This design comes from an exercise in tuning for small area, a short achievable clock period and few clock cycles per item on the open sky130 flow, not from production work.
In this exercise RTL edits were held to simulation tests only and were not proved equivalent to the original.
No activity file was given, so power comes from the tool's default toggle rates.

Design mesh_router, start of the top module:
module mesh_router (
  input  logic                          clk,
  input  logic                          reset,
  input  logic [5-1:0]         in_valid,
  input  logic [5*64-1:0] in_flit,
  output logic [5-1:0]         in_ready,
  output logic [5-1:0]         out_valid,
  output logic [5*64-1:0] out_flit,
  input  logic [5-1:0]         out_ready,
  output logic                          polarity_to_nic
);
==> module input_port, before the edit <==
module input_port (
  input  logic              clk,
  input  logic              reset,
  input  logic              in_valid,
  input  flit_pkg::flit_t   in_flit,
  output logic              in_ready,
  output router_pkg::req_t  req,
  output logic [4-1:0] hop_dec,
  input  logic              accept
);
  router_pkg::port_e route;
  always_comb begin
    route    = router_pkg::PORT_NIC;
    if (in_flit.hop_x != '0) begin
      route = in_flit.x_dir ? router_pkg::PORT_LEFT : router_pkg::PORT_RIGHT;
    end else if (in_flit.hop_y != '0) begin
      route = in_flit.y_dir ? router_pkg::PORT_DOWN : router_pkg::PORT_UP;
    end
  end
  assign req.dest = in_valid ? router_pkg::port_bit(route) : '0;
  assign req.flit = in_flit;
  always_ff @(posedge clk) begin
    hop_dec <= ((in_flit.hop_x != '0) ? in_flit.hop_x : in_flit.hop_y) - 1'b1;
  end
  assign in_ready = accept;
endmodule
==> module output_port, before the edit <==
module output_port #(
  parameter int PORT = 0
) (
  input  logic                  clk,
  input  logic                  reset,
  input  logic                  polarity,
  input  logic [5-1:0] prio,
  input  logic [5-1:0] req_valid,
  input  logic [5*64-1:0] req_flit,
  input  logic [5*4-1:0] req_dec,
  output logic [5-1:0] grant,
  output logic                  out_valid,
  output flit_pkg::flit_t       out_flit,
  input  logic                  out_ready
);
  localparam int N = 5;
  logic [N-1:0] cand;
  logic [N-1:0] beats [N];
  logic [N-1:0] pick;
  flit_pkg::flit_t adj_flit;
  logic [N*64-1:0] adj_all;
  always_comb begin
    for (int i = 0; i < N; i++) begin
      cand[i] = req_valid[i] && !grant[i]
             && (req_flit[64*i + 64 - 1] == polarity);
    end
  end
  always_comb begin
    for (int i = 0; i < N; i++) begin
      for (int j = 0; j < N; j++) begin
        beats[i][j] = 1'b0;
        for (int k = 0; k < N; k++) begin
          if (prio[k] && (((j - k + N) % N) < ((i - k + N) % N))) begin
            beats[i][j] = 1'b1;
          end
        end
      end
    end
  end
  always_comb begin
    for (int i = 0; i < N; i++) begin
      pick[i] = cand[i] && !(|(cand & beats[i]));
    end
  end
  always_ff @(posedge clk or posedge reset) begin
    if (reset) begin
      grant <= '0;
    end else if (!(out_valid && !out_ready)) begin
      grant <= pick;
    end
  end
  assign out_valid = |grant;
  always_comb begin
    for (int i = 0; i < N; i++) begin
      adj_flit = req_flit[64*i +: 64];
      case (PORT)
        0: begin
          adj_flit.hop_x = '0;
          adj_flit.y_dir = 1'b0;
          adj_flit.hop_y = req_dec[4*i +: 4];
        end
        1: begin
          adj_flit.hop_x = '0;
          adj_flit.y_dir = 1'b1;
          adj_flit.hop_y = req_dec[4*i +: 4];
        end
        2: begin
          adj_flit.x_dir = 1'b1;
          adj_flit.hop_x = req_dec[4*i +: 4];
        end
        3: begin
          adj_flit.x_dir = 1'b0;
          adj_flit.hop_x = req_dec[4*i +: 4];
        end
        default: begin
          adj_flit.hop_x = '0;
          adj_flit.hop_y = '0;
        end
      endcase
      adj_all[64*i +: 64] = adj_flit;
    end
  end
  always_comb begin
    out_flit = '0;
    for (int i = 0; i < N; i++) begin
      if (grant[i]) begin
        out_flit = out_flit | adj_all[64*i +: 64];
      end
    end
    case (PORT)
      1: out_flit.y_dir = 1'b1;
      2: out_flit.x_dir = 1'b1;
      default: ;
    endcase
  end
endmodule
==> module mesh_router, before the edit <==
module mesh_router (
  input  logic                          clk,
  input  logic                          reset,
  input  logic [5-1:0]         in_valid,
  input  logic [5*64-1:0] in_flit,
  output logic [5-1:0]         in_ready,
  output logic [5-1:0]         out_valid,
  output logic [5*64-1:0] out_flit,
  input  logic [5-1:0]         out_ready,
  output logic                          polarity_to_nic
);
  localparam int N = 5;
  logic                  polarity;
  logic [N-1:0]          prio;
  logic [N*N-1:0]        req_dest;
  logic [N*64-1:0]  req_flit;
  logic [N*4-1:0]   req_dec;
  logic [N*N-1:0]        req_col;
  logic [N*N-1:0]        grant;
  logic [N-1:0]          accept;
  always_ff @(posedge clk or posedge reset) begin
    if (reset) begin
      polarity <= 1'b0;
      prio     <= {{(N - 1){1'b0}}, 1'b1};
    end else begin
      polarity <= ~polarity;
      prio     <= {prio[N-2:0], prio[N-1]};
    end
  end
  assign polarity_to_nic = polarity;
  for (genvar p = 0; p < N; p++) begin : g_port
    router_pkg::req_t req_p;
    input_port i_in (
      .clk      (clk),
      .reset    (reset),
      .in_valid (in_valid[p]),
      .in_flit  (in_flit[64*p +: 64]),
      .in_ready (in_ready[p]),
      .req      (req_p),
      .hop_dec  (req_dec[4*p +: 4]),
      .accept   (accept[p])
    );
    assign req_dest[N*p +: N]           = req_p.dest;
    assign req_flit[64*p +: 64] = req_p.flit;
    for (genvar i = 0; i < N; i++) begin : g_col
      assign req_col[N*p + i] = req_dest[N*i + p];
    end
    output_port #(.PORT(p)) i_out (
      .clk       (clk),
      .reset     (reset),
      .polarity  (polarity),
      .prio      ({prio[N-2:0], prio[N-1]}),
      .req_valid (req_col[N*p +: N]),
      .req_flit  (req_flit),
      .req_dec   (req_dec),
      .grant     (grant[N*p +: N]),
      .out_valid (out_valid[p]),
      .out_flit  (out_flit[64*p +: 64]),
      .out_ready (out_ready[p])
    );
  end
  always_comb begin
    accept = '0;
    for (int p = 0; p < N; p++) begin
      accept = accept | (out_ready[p] ? grant[N*p +: N] : '0);
    end
  end
endmodule
Settings: LEC_CHECK=0, CAP_MARGIN=20, CELL_PAD_IN_SITES_DETAIL_PLACEMENT=2, CELL_PAD_IN_SITES_GLOBAL_PLACEMENT=2, CORE_AREA=2 2 258 258, DIE_AREA=0 0 260 260, PLACE_DENSITY=0.4, SETUP_SLACK_MARGIN=2.3, SLEW_MARGIN=20; clock period 5.5 ns.
standard.sh (not shown) runs the stock make flow with config.mk's settings and CLKGATE_MAP_FILE= SYNTH_SCRIPT=/design/flow/synth_recipe.tcl, a recipe that flattens the netlist after the stock synthesis.
==> flow/flow/run.sh <==
#!/bin/bash
# Standard layout, with plain buf_1 cells as the port buffers and the flit
# pins grouped by bit along the die edge
export BUFFER_PORTS_ARGS="-buffer_cell sky130_fd_sc_hd__buf_1"
export PRE_IO_PLACEMENT_TCL="$(pwd)/flow/io.tcl"
export PLACE_PINS_ARGS="-min_distance 1.2"
bash standard.sh > standard_flow.log 2>&1
==> flow/flow/io.tcl <==
# Bit-sliced pin placement: bit b of every input and output flit shares one
# stretch of the die edge, so each bit of the crossbar stays local
set die [ord::get_die_area]
set w [expr {[lindex $die 2] - [lindex $die 0]}]
set h [expr {[lindex $die 3] - [lindex $die 1]}]
set edges [list bottom $w right $h top $w left $h]
set per_edge 16
set b 0
foreach {edge len} $edges {
  set seg [expr {($len - 8.0) / $per_edge}]
  for {set k 0} {$k < $per_edge} {incr k} {
    set names {}
    for {set p 0} {$p < 5} {incr p} {
      set i [expr {64 * $p + $b}]
      foreach port [list in_flit\[$i\] out_flit\[$i\]] {
        if {[llength [get_ports -quiet $port]]} { lappend names $port }
      }
    }
    set lo [expr {4.0 + $k * $seg}]
    set hi [expr {$lo + $seg}]
    set_io_pin_constraint -pin_names $names -region $edge:[format %.2f $lo]-[format %.2f $hi]
    incr b
  }
}
Testbench counts at the start, summed over its fixed seeds: cycles 9,340, flits 16,000.
Change:
--- a/flow/design.v
+++ b/flow/design.v
@@ -73,11 +73,11 @@
   input  logic              reset,
   input  logic              in_valid,
   input  flit_pkg::flit_t   in_flit,
   output logic              in_ready,
   output router_pkg::req_t  req,
-  output logic [4-1:0] hop_dec,
+  output logic [2*4-1:0] hop_dec,
   input  logic              accept
 );
   router_pkg::port_e route;
   always_comb begin
     route    = router_pkg::PORT_NIC;
@@ -88,11 +88,11 @@
     end
   end
   assign req.dest = in_valid ? router_pkg::port_bit(route) : '0;
   assign req.flit = in_flit;
   always_ff @(posedge clk) begin
-    hop_dec <= ((in_flit.hop_x != '0) ? in_flit.hop_x : in_flit.hop_y) - 1'b1;
+    hop_dec <= {in_flit.hop_x - 1'b1, in_flit.hop_y - 1'b1};
   end
   assign in_ready = accept;
 endmodule
 `timescale 1ns/1ps
 module output_port #(
@@ -102,11 +102,11 @@
   input  logic                  reset,
   input  logic                  polarity,
   input  logic [5-1:0] prio,
   input  logic [5-1:0] req_valid,
   input  logic [5*64-1:0] req_flit,
-  input  logic [5*4-1:0] req_dec,
+  input  logic [5*2*4-1:0] req_dec,
   output logic [5-1:0] grant,
   output logic                  out_valid,
   output flit_pkg::flit_t       out_flit,
   input  logic                  out_ready
 );
@@ -152,24 +152,24 @@
       adj_flit = req_flit[64*i +: 64];
       case (PORT)
         0: begin
           adj_flit.hop_x = '0;
           adj_flit.y_dir = 1'b0;
-          adj_flit.hop_y = req_dec[4*i +: 4];
+          adj_flit.hop_y = req_dec[2*4*i +: 4];
         end
         1: begin
           adj_flit.hop_x = '0;
           adj_flit.y_dir = 1'b1;
-          adj_flit.hop_y = req_dec[4*i +: 4];
+          adj_flit.hop_y = req_dec[2*4*i +: 4];
         end
         2: begin
           adj_flit.x_dir = 1'b1;
-          adj_flit.hop_x = req_dec[4*i +: 4];
+          adj_flit.hop_x = req_dec[2*4*i + 4 +: 4];
         end
         3: begin
           adj_flit.x_dir = 1'b0;
-          adj_flit.hop_x = req_dec[4*i +: 4];
+          adj_flit.hop_x = req_dec[2*4*i + 4 +: 4];
         end
         default: begin
           adj_flit.hop_x = '0;
           adj_flit.hop_y = '0;
         end
@@ -182,15 +182,10 @@
     for (int i = 0; i < N; i++) begin
       if (grant[i]) begin
         out_flit = out_flit | adj_all[64*i +: 64];
       end
     end
-    case (PORT)
-      1: out_flit.y_dir = 1'b1;
-      2: out_flit.x_dir = 1'b1;
-      default: ;
-    endcase
   end
 endmodule
 `timescale 1ns/1ps
 module mesh_router (
   input  logic                          clk,
@@ -206,11 +201,11 @@
   localparam int N = 5;
   logic                  polarity;
   logic [N-1:0]          prio;
   logic [N*N-1:0]        req_dest;
   logic [N*64-1:0]  req_flit;
-  logic [N*4-1:0]   req_dec;
+  logic [N*2*4-1:0] req_dec;
   logic [N*N-1:0]        req_col;
   logic [N*N-1:0]        grant;
   logic [N-1:0]          accept;
   always_ff @(posedge clk or posedge reset) begin
     if (reset) begin
@@ -229,11 +224,11 @@
       .reset    (reset),
       .in_valid (in_valid[p]),
       .in_flit  (in_flit[64*p +: 64]),
       .in_ready (in_ready[p]),
       .req      (req_p),
-      .hop_dec  (req_dec[4*p +: 4]),
+      .hop_dec  (req_dec[2*4*p +: 2*4]),
       .accept   (accept[p])
     );
     assign req_dest[N*p +: N]           = req_p.dest;
     assign req_flit[64*p +: 64] = req_p.flit;
     for (genvar i = 0; i < N; i++) begin : g_col
Routed wire length came out higher slightly.
Critical path depth does not change.
Total power came out higher by about a fifth.
Sequential cell count came out higher by 20.
Via count came out lower slightly.
Testbench counts after the change, summed over its fixed seeds: cycles 9,340, flits 16,000.

==> afterwards: timing with drivers on the ports <==
The results above use ideal ports. As a check the final layouts listed here were re-extracted and re-timed, cells and wires unchanged.
Step 1, drivers: a clkbuf_16 drives clk and a buf_2 each remaining input, both assumed.
Step 2 also shifts input and output timing later by t, the mid clock arrival at the registers, as if the neighbouring blocks saw the same clock.
Three values: ideal ports, drivers, drivers and shift; two values: the first two.
| run | t, ns | slack for setup (ns) | slew at the worst register clock pin (ns) | worst slew at a driven data input, ns | cell pins on the clock port's net |
|---|---|---|---|---|---|
| the first run | 0.361 | 2.319 / 2.268 / 2.047 | 0.08 / 0.08 | 0.10 | 1 |
| the second run | 0.402 | 2.320 / 2.282 / 2.008 | 0.07 / 0.07 | 0.13 | 1 |
After both steps setup and hold are still met in every run listed. The setup slack of the second run, which loses most, moves by -0.038 ns with the drivers and by -0.312 ns with both steps.
